Background: an optimization exercise with open tools, aiming at small area and a short achievable clock period. Do not read the settings as production practice.
RTL that was checked went through simulation tests only; none was proved equivalent to the original.
The RTL of run 1 was laid out without a check of its function.

==> flow/design.v, too long to show whole: its modules and the start of the top module <==
// module nn_mac_engine: 1279 lines
// module nn_fa: 10 lines
// module nn_ha: 9 lines
// module nn_hac: 9 lines
// module nn_fa1: 9 lines
// module nn_gate: 9 lines
// module nn_hcc: 9 lines
// module nn_hct: 9 lines
// module nn_gaten: 9 lines
// module nn_invw: 8 lines
// module nn_ppa: 7 lines
// module nn_ppo: 7 lines
module nn_mac_engine #(
  parameter int unsigned DW      = 8,
  parameter int unsigned N_LANES = 4,
  parameter int unsigned ACC_W   = 24,
  parameter int unsigned LEN_W   = 8,
  parameter int unsigned SH_W    = 5
) (
  input  logic                    clk,
  input  logic                    rst,
  input  logic                    start,
  input  logic [LEN_W-1:0]        len,
  input  logic [SH_W-1:0]         shift,
  input  logic                    relu_en,
  input  logic [N_LANES*DW-1:0]   in_a,
  input  logic [N_LANES*DW-1:0]   in_b,
  input  logic                    in_valid,
  output logic                    in_ready,
  output logic [DW-1:0]           out_data,
  output logic                    out_valid,
  input  logic                    out_ready,
  output logic                    busy,
  output logic                    done
);
  // ...
==> flow/flow/run.sh <==
#!/bin/bash
# Layout flow: the standard layout (standard.sh, unchanged synthesis), except that the
# buffers ORFS puts on the ports are the smallest plain buffer, buf_1, instead of the default
# delay-style buffer; the resizer may still size them up where timing needs it.
set -euo pipefail
bash standard.sh BUFFER_PORTS_ARGS="-buffer_cell sky130_fd_sc_hd__buf_1" finish > standard.log 2>&1
==> flow/standard.sh <==
#!/bin/bash
# synth_recipe.tcl (not shown) runs the flow's synth.tcl, then flattens the netlist and writes it again
# the make line also repeats each setting of config.mk as NAME=value (left out here)
make -C /OpenROAD-flow-scripts/flow DESIGN_CONFIG=/design/flow/config.mk WORK_HOME=/design/flow/orfs CLKGATE_MAP_FILE= SYNTH_SCRIPT=/design/flow/synth_recipe.tcl "${@:-finish}"
==> flow/config.mk <==
export PLATFORM = sky130hd
export DESIGN_NAME = nn_mac_engine
export DESIGN_NICKNAME = nn_mac_engine
export VERILOG_FILES = /design/flow/design.v
export SDC_FILE = /design/flow/constraint.sdc
export NUM_CORES = 4
export LEC_CHECK = 0
export ABC_CLOCK_PERIOD_IN_PS = 3500
export CAP_MARGIN = 20
export CORE_MARGIN = 2
export CORE_UTILIZATION = 40
export PLACE_DENSITY = 0.6
export SETUP_SLACK_MARGIN = 3.5
export SLEW_MARGIN = 20
export SYNTH_HIERARCHICAL = 1
==> flow/constraint.sdc <==
create_clock -name core_clock -period 7.5 [get_ports {clk}]
set_input_delay 1.5000 -clock core_clock [delete_from_list [all_inputs] [get_ports {clk}]]
set_output_delay 1.5000 -clock core_clock [all_outputs]
set_load 0.01 [all_outputs]
==> key figures, run 1 <==
Layout
  • Commonest non-fill, non-tap cell in the layout: nor2_1
  • Area grow syn2layout: 12.73%
  • Fin nets: 1,596
  • Design area: between 0.01 and 0.015 mm2

Yosys
  • Mean post-synth cell area: a little over 10 um2
  • Post-synth top area share: around 40%
  • Synth Register Bits: around 110
  • Mapped Nets: 1,495

CTS
  • Clock Sinks: roughly 110

Worst setup path
  • Cells along the critical path: buf_1 > clkinvlp_4 > buf_4 > nor2_1 > fa_1 > fa_1 > fa_1 > fa_1
  • Largest delay share family, worst path: adder cells
  • R2r setup slk: around 3600 ps
  • Max FO, Critical Path: 8
  • Reg-to-Reg Start: q38

Min path
  • Min-Delay Endpoint: acc[23]
  • Hold path start: acc[23]

Route
  • Routed Antenna Nets: 0
  • WL met1: between 10,000 and 15,000 um

Run status
  • Outcome: finished clean

Global routing
  • Met1 Use GR: 28.47%
  • GR peak layer: met2

Timing
  • Fmax: about 250 MHz
==> run 2: changes to the inputs <==
--- a/flow/design.v
+++ b/flow/design.v
@@ -1229,20 +1229,19 @@
       q59 <= xs399;
       q60 <= xc400;
       q61 <= xs401;
       q62 <= xc402;
   end
   assign acc_fb = acc;
   assign row_a = {acc_fb[23], acc_fb[22], acc_fb[21], acc_fb[20], acc_fb[19], acc_fb[18], yi513, ys511, ys509, ys505, ys499, yc484, yc474, ys471, yc450, yc440, ys437, yc422, ys419, ys413, yc410, yc408, yc406, yc404, acc_fb[0]};
   assign row_b = {yi519, yi518, yi517, yi516, yi515, yi514, yc512, yc510, yc506, yc500, yc492, ys491, ys483, ys473, ys461, ys449, ys439, ys429, ys421, ys415, ys411, ys409, ys407, ys405, ys403};
-  logic add;
-  assign add = v & busy;
   always_ff @(posedge clk) begin
-    acc <= add ? (row_a + row_b) : (acc & {SUM_W{busy}});
+    if (!busy)  acc <= '0;
+    else if (v) acc <= row_a + row_b;
   end
   logic             sgn;
   logic             ovf_p;         
   logic             ovf_n;         
   logic [NOV-1:0]   thr;           
   logic [3:0]       sh_hi, sh_md;  
   logic [37:0]      ext;           
   logic [13:0]      sel_hi;        
==> flow/config.mk (replaced) <==
export PLATFORM = sky130hd
export DESIGN_NAME = nn_mac_engine
export DESIGN_NICKNAME = nn_mac_engine
export VERILOG_FILES = /design/flow/design.v
export SDC_FILE = /design/flow/constraint.sdc
export NUM_CORES = 4
export LEC_CHECK = 0
export ABC_CLOCK_PERIOD_IN_PS = 4000
export CAP_MARGIN = 20
export CORE_MARGIN = 2
export CORE_UTILIZATION = 40
export PLACE_DENSITY = 0.6
export SETUP_SLACK_MARGIN = 3.5
export SLEW_MARGIN = 20
export SYNTH_HIERARCHICAL = 1
==> run 2 against run 1 <==
Net effect: still clean; design area fell by 1.1%; synthesized cell count fell by 0.35%; global-route usage decreased by 0.083 points; critical endpoint is now q41.
==> key figures, run 2 <==
Run status
  • Outcome: finished clean (unchanged)

Layout
  • Most frequent cells in the layout: nor2_1 (245), fa_1 (228), buf_1 (93) (was nor2_1 (242), fa_1 (224), buf_1 (94))
  • Top flop regs: acc (25), cnt (8), sh (5) (unchanged)
  • Util after Layout: 45.20% (was 45.73%)
  • Fin nets: 1,591 (was 1,596)
  • Fillers: 2,730 (was 2,711)
  • Area grow syn2layout: 11.65% (was 12.73%)
  • Storage cell area: 0.002277 mm2 (was 0.002281 mm2)
  • Fraction of layout cells with a size suffix above 1: 8.293% (was 9.636%)
  • Top reg by flops: acc (unchanged)
  • Multi-input combinational cell area: 0.009032 mm2 (was 0.009075 mm2)
  • ANT cells: 0 (unchanged)
  • Largest register FFs: 25 (unchanged)
  • Commonest non-fill, non-tap cell in the layout: nor2_1 (unchanged)

Timing
  • Setup violations, final: 0 (unchanged)
  • Fmax: 252.7 MHz (was 253.6 MHz)
  • Setup TNS: 0 ps (unchanged)
  • Relative slew slack: 40.63% (was 41.35%)
  • RSZ-0062 raised after global routing: yes (unchanged)
  • Final hold vios: 0 (unchanged)
  • Worst-margin pin slew: 890.5 ps (was 878.6 ps)
  • Clock Skew: 10.42 ps (was 11.55 ps)
  • Fin crit period: 3958 ps (was 3943 ps)
  • Hold slack: 552.8 ps (was 542.9 ps)
  • Tcrit/Tclk final: 52.77% (was 52.57%)
  • Max Slew Vio Count: 0 (unchanged)

Global routing
  • Met3 Use GR: 2.297% (was 2.165%)
  • Total track usage: 20.96% (was 21.04%)
  • Met1 Use GR: 28.66% (was 28.47%)
  • GR peak layer: met2 (unchanged)
  • GRT overflow: 0 (unchanged)
  • Vias in the first global route: 9,058 (was 9,130)
  • M2 GR Usage: 35.19% (was 36.52%)
  • Initial antenna violation count: 0 (unchanged)
  • Largest net degree at the start of global routing: 30 (was 29)
  • First-pass GRT wire length: 49,650 um (was 50,070 um)

Yosys
  • Synth cell types: 74 (was 64)
  • Post-synth top area share: 41.11% (was 41.03%)
  • Count leader, synth: nor2_1 (unchanged)
  • Mapped Area: 0.01159 mm2 (was 0.01161 mm2)
  • Synth cell count leaders: nor2_1 (247), fa_1 (238), inv_1 (90) (was nor2_1 (248), fa_1 (238), inv_1 (90))
  • Post-synth ARST share: 2.830% (unchanged)
  • Synth Register Bits: 106 (unchanged)
  • Ys Warns: 7 (unchanged)
  • Post-synth EDFFs: 14 (unchanged)
  • Post-synth top flop: dfxtp_1 (unchanged)
  • Syn Inst Count: 1,125 (was 1,129)
  • Mean post-synth cell area: 10.30 um2 (was 10.28 um2)
  • Mapped Nets: 1,491 (was 1,495)
  • Most area-hungry cell type in the Yosys netlist: fa_1 (unchanged)
  • Synth top area cells: fa_1 (41%), dfxtp_1 (15%), nor2_1 (8.0%) (unchanged)
  • Seq/Total Area, Yosys: 19.65% (was 19.61%)

Route
  • Routed Antenna Nets: 0 (unchanged)
  • Vias/cell: 5.268 (was 5.240)
  • Drt total wl: 30,930 um (was 30,650 um)
  • Starting DRT DRC Count: 489 (was 474)
  • Drt wl/cell: 19.17 um (was 18.93 um)
  • DRC viols: 0 (unchanged)
  • Via count: 8,503 (was 8,484)
  • DRT Pass-1 Iters: 5 (unchanged)

Floorplan
  • Die Wd: 174.2 um (was 174.4 um)
  • Row count: 62 (unchanged)
  • Die area: 0.03035 mm2 (was 0.03041 mm2)
  • Die height: 174.2 um (was 174.4 um)
  • Core area: 0.02863 mm2 (unchanged)
  • Initial Utilization: 40.48% (was 40.56%)
  • Io pins: 95 (unchanged)

CTS
  • CTS tree: built (unchanged)
  • CTS Root Cell: clkbuf_16 (unchanged)
  • Worst skew pair latency: 360 ps (about the same)
  • Reg clk slew, reported paths: 70 ps (was 80 ps)
  • Total CTS buffers: 9 (unchanged)
  • H-tree level count: 3 (unchanged)
  • Clock buffer depth: 2 (unchanged)
  • Clock Sinks: 106 (unchanged)

Placement
  • Post-DP HPWL: 25,250 um (was 25,240 um)
  • RePlAce Congestion: 0.9580 (was 0.9367)
  • PortBufs: 94 (unchanged)

Min path
  • Worst min path class: register to register (unchanged)

Worst setup path
  • Startpoint Class: primary input (unchanged)
  • Max FO, Critical Path: 8 (unchanged)
  • Setup crit end kind: register (unchanged)
  • R2r setup slk: 3570 ps (was 3590 ps)
  • CP required: 7740 ps (was 7720 ps)
  • Worst path arrival time: 4200 ps (was 4170 ps)
  • CP Class: primary input to register (unchanged)

Flow run
  • Max Cap Viol: 0 (unchanged)
## run 2: changes by cell type after synthesis, sizes merged, moves of 3 or more
cell / change
o211ai: +4
a211o: +3
xor2: -3
a31oi: -3
mux2: -5
a21oi: -3
nand2: +11
o31a: -3
o31ai: -3
clkbuf: -3
## run 2: cells by family (layout without fill, tap and decap cells)
group                    after synthesis  after routing  share of synthesized area, %
AND/OR/NAND/NOR                      406            406                         15.49
adder cells (fa/ha/maj)              284            284                         46.06
AO/OA/AOI/OAI                        156            156                         8.810
buffers and inverters                116            221                         4.168
flip-flops                           106            106                         19.65
multiplexers                          36             36                         4.232
XOR/XNOR                              21             21                         1.587
## run 2: cell type report
cell class	instances	share of cell area, %
Multi-Input combinational cell	903	69.81
Sequential cell	106	17.60
Timing Repair Buffer	112	3.878
Tap cell	384	3.713
Inverter	93	2.766
Clock buffer	10	1.770
Clock inverter	6	0.4642
## run 2: critical path, cell delays in order
cell and delay, ps:
buf_1 120, clkinvlp_4 220, or2_1 290, fa_1 410
fa_1 490, fa_1 440, fa_1 430, ha_1 300
## run 2: layer usage
metal  vias up  part of all wire (%)
met5         -                     0
met3        45                   4.6
li1       3872                     -
met1      4288                    46
met2       298                    48
met4         0                   1.9
## run 2: Yosys stat by module (local to each module, per instance), a selection
module,cells,area [um2],flops+latches
nn_mac_engine,541,5235,106
nn_ppo,1,6.256,0
nn_fa1,5,27.53,0
nn_fa,1,20.02,0
nn_ppa,1,3.754,0
nn_ha,1,12.51,0
## run 2: path summary, 6_finish.rpt
check                         from   endpoint  cells after the start
setup / recovery           in_b[0]        q41                      8
hold / removal              acc[2]     acc[2]                      2
setup reg to reg               q40    acc[24]                     13
hold reg to reg             acc[2]     acc[2]                      2
max in group asynchronous      rst   in_ready                      1
min in group asynchronous      rst  out_valid                      1
## run 2: stage by stage
| step | setup slack, ps | instance area (um2) | std cells |
|---|---|---|---|
| after floorplan | 3488 | 11600 | 1125 |
| after global placement | 3143 | 12320 | 1583 |
| after detailed placement | 3111 | 12320 | 1583 |
| after CTS | 3502 | 12790 | 1609 |
| after global routing | 3444 | 12940 | 1614 |
| final | 3542 | 12940 | 1614 |
## run 2: what timing repair did
action,CTS,global route
hold buffers,0,0
resized for setup,20,29
buffers inserted,10,5
pin swaps,5,14
setup endpoints to repair,16,17
==> run 3: changes to the inputs <==
--- a/flow/config.mk
+++ b/flow/config.mk
@@ -11,2 +11,3 @@
 export CORE_UTILIZATION = 40
+export CTS_BUF_LIST = sky130_fd_sc_hd__clkbuf_8 sky130_fd_sc_hd__clkbuf_16
 export PLACE_DENSITY = 0.6
==> run 3 against run 2 <==
Net effect: worst hold slack did not move; still clean; cell count did not move; synthesized cell count stayed put; critical path type unchanged; sequential share of layout area is the same.
==> key figures, run 3 <==
Route
  • Vias/cell: 5.268 (unchanged)
  • Routed Antenna Nets: 0 (unchanged)
  • DRC viols: 0 (unchanged)
  • Drt wl/cell: 19.17 um (about the same)
  • DRT Pass-1 Iters: 5 (unchanged)
  • Drt total wl: 30,930 um (about the same)
  • Starting DRT DRC Count: 489 (unchanged)
  • Via count: 8,503 (unchanged)

Timing
  • Tcrit/Tclk final: 52.77% (unchanged)
  • Fmax: 252.7 MHz (unchanged)
  • Max Slew Vio Count: 0 (unchanged)
  • Relative slew slack: 40.63% (unchanged)
  • Fin crit period: 3958 ps (unchanged)
  • Setup violations, final: 0 (unchanged)
  • RSZ-0062 raised after global routing: yes (unchanged)
  • Setup TNS: 0 ps (unchanged)
  • Hold slack: 552.8 ps (unchanged)
  • Clock Skew: 10.42 ps (unchanged)
  • Final WS setup: 3542 ps (unchanged)
  • Worst-margin pin slew: 890.5 ps (unchanged)
  • Final hold vios: 0 (unchanged)

CTS
  • CTS tree: built (unchanged)
  • Total CTS buffers: 9 (unchanged)
  • Clock buffer depth: 2 (unchanged)
  • H-tree level count: 3 (unchanged)
  • Worst skew pair latency: 360 ps (about the same)
  • Clock Sinks: 106 (unchanged)
  • CTS Root Cell: clkbuf_16 (unchanged)
  • Reg clk slew, reported paths: 70 ps (about the same)

Yosys
  • Post-synth top flop: dfxtp_1 (unchanged)
  • Mapped Area: 0.01159 mm2 (unchanged)
  • Most area-hungry cell type in the Yosys netlist: fa_1 (unchanged)
  • Syn Inst Count: 1,125 (unchanged)
  • Mean post-synth cell area: 10.30 um2 (unchanged)
  • Mapped Nets: 1,491 (unchanged)
  • Count leader, synth: nor2_1 (unchanged)
  • Ys Warns: 7 (unchanged)
  • Seq/Total Area, Yosys: 19.65% (unchanged)
  • Synth cell count leaders: nor2_1 (247), fa_1 (238), inv_1 (90) (unchanged)
  • Post-synth EDFFs: 14 (unchanged)
  • Synth Register Bits: 106 (unchanged)
  • Post-synth top area share: 41.11% (unchanged)
  • Post-synth ARST share: 2.830% (unchanged)
  • Synth cell types: 74 (unchanged)
  • Synth top area cells: fa_1 (41%), dfxtp_1 (15%), nor2_1 (8.0%) (unchanged)

Worst setup path
  • Worst path arrival time: 4200 ps (about the same)
  • CP Class: primary input to register (unchanged)
  • Crit path to: q41 (unchanged)
  • CP peak stage delay: 490 ps (about the same)
  • Reg2Reg Depth: 13 (unchanged)
  • R2r setup slk: 3570 ps (about the same)
  • CP max stage cell: fa_1 (unchanged)
  • Critical Path Source: in_b[0] (unchanged)
  • Worst reg2reg endpoint: acc[24] (unchanged)
  • CP required: 7740 ps (about the same)
  • Max FO, Critical Path: 8 (unchanged)
  • Startpoint Class: primary input (unchanged)
  • Reg-to-Reg Start: q40 (unchanged)
  • Setup crit end kind: register (unchanged)
  • Cells along the critical path: buf_1 > clkinvlp_4 > or2_1 > fa_1 > fa_1 > fa_1 > fa_1 > ha_1 (unchanged)
  • Crit-path most repeated cell: fa_1 (unchanged)

Layout
  • ANT cells: 0 (unchanged)
  • Fraction of layout cells with a size suffix above 1: 8.293% (unchanged)
  • Design area: 0.01294 mm2 (unchanged)
  • Post-route non-filler standard cell count: 1,614 (unchanged)
  • Fin nets: 1,591 (unchanged)
  • Commonest non-fill, non-tap cell in the layout: nor2_1 (unchanged)
  • Top reg by flops: acc (unchanged)
  • Area grow syn2layout: 11.65% (unchanged)
  • Util after Layout: 45.20% (unchanged)
  • Top flop regs: acc (25), cnt (8), sh (5) (unchanged)
  • Largest register FFs: 25 (unchanged)
  • Most frequent cells in the layout: nor2_1 (245), fa_1 (228), buf_1 (93) (unchanged)

Placement
  • Area after DPL: 0.01232 mm2 (unchanged)
  • RePlAce Congestion: 0.9580 (unchanged)
  • PortBufs: 94 (unchanged)
  • Dpl cells: 1,583 (unchanged)
  • Post-DP HPWL: 25,250 um (unchanged)
  • Setup WS pre-CTS: 3111 ps (unchanged)

Floorplan
  • Die height: 174.2 um (unchanged)
  • Row count: 62 (unchanged)
  • Die area: 0.03035 mm2 (unchanged)
  • Io pins: 95 (unchanged)
  • Core area: 0.02863 mm2 (unchanged)
  • Die Wd: 174.2 um (unchanged)
  • Initial Utilization: 40.48% (unchanged)

Global routing
  • Vias in the first global route: 9,058 (unchanged)
  • Largest net degree at the start of global routing: 30 (unchanged)
  • Total track usage: 20.96% (unchanged)
  • Initial antenna violation count: 0 (unchanged)
  • First-pass GRT wire length: 49,650 um (unchanged)
  • GRT overflow: 0 (unchanged)

Run status
  • Outcome: finished clean (unchanged)

Flow run
  • Max Cap Viol: 0 (unchanged)

Min path
  • Worst min path class: register to register (unchanged)
  • Hold Crit Depth: 2 (unchanged)
## run 3: per-layer routing
layer / track usage [%] / routed length [um] / vias up / part of all wire (%)
li1: - / - / 3872 / -
met1: 28.66 / 14180 / 4288 / 46
met2: 35.19 / 14730 / 298 / 48
met3: 2.297 / 1431 / 45 / 4.6
met4: 6.478 / 598 / 0 / 1.9
met5: 0 / 0 / - / 0
## run 3: per-module statistics from Yosys, one instance, submodules excluded, a selection
module,flops+latches,cells
nn_fa1,0,5
nn_ha,0,1
nn_ppo,0,1
nn_mac_engine,106,541
nn_fa,0,1
nn_ppa,0,1
## run 3: critical path, delay by kind of cell
family | cells | cell delay (ps)
adders and majority gates | 5 | 2070
buffers and inverters | 2 | 340
and+or+nand+nor | 1 | 290
## run 3: cell families after synthesis
| kind of cell | synth area share (%) |
|---|---|
| buf+inv | 4.168 |
| fa+ha+maj | 46.06 |
| flops | 19.65 |
| mux | 4.232 |
| simple gates | 15.49 |
| xor+xnor | 1.587 |
| compound gates | 8.810 |
## run 3: repair_timing
| item | CTS | global route |
|---|---|---|
| cloned | 0 | 0 |
| resized for setup | 20 | 29 |
| pin swaps | 5 | 14 |
| setup buffers | 10 | 5 |
| setup endpoints to repair | 16 | 17 |
| hold buffers | 0 | 0 |
## run 3: worst min-delay path by stage
stage | from | endpoint
after floorplan | acc[17] | acc[17]
after global placement | out_valid | out_valid
after detailed placement | out_valid | out_valid
after CTS | acc[2] | acc[2]
after global routing | acc[2] | acc[2]
final | acc[2] | acc[2]
## run 3: area by class of cell
class                           instances  area, um2
Fill cell                            2730      15690
Sequential cell                       106       2277
Timing Repair Buffer                  112      501.7
Inverter                               93      357.8
Clock inverter                          7      63.81
Tap cell                              384      480.5
Clock buffer                            9      225.2
Multi-Input combinational cell        903       9032

afterwards: timing with drivers on the ports:
No port has a modelled driver above. Below, the same layouts with a new extraction and two added sets of constraints.
Step 1 assumes that a clkbuf_16 drives the clock port and a buf_2 every other input.
Step 2 moves the port delays by t, midway between the first and last clock arrival at a register: inputs arrive t later, outputs are due t later. That takes back most of the time a late clock gives input paths.
Three values: ideal ports, drivers, drivers and shift; two values: the first two.
run	shift t [ns]	setup slack, ns	slew at the worst register clock pin (ns)
run 1	0.392	3.557 / 3.575 / 3.183	0.08 / 0.08
run 2	0.400	3.542 / 3.564 / 3.164	0.08 / 0.08
run 3	0.400	3.542 / 3.564 / 3.164	0.08 / 0.08
After both steps every run listed still meets setup and hold.
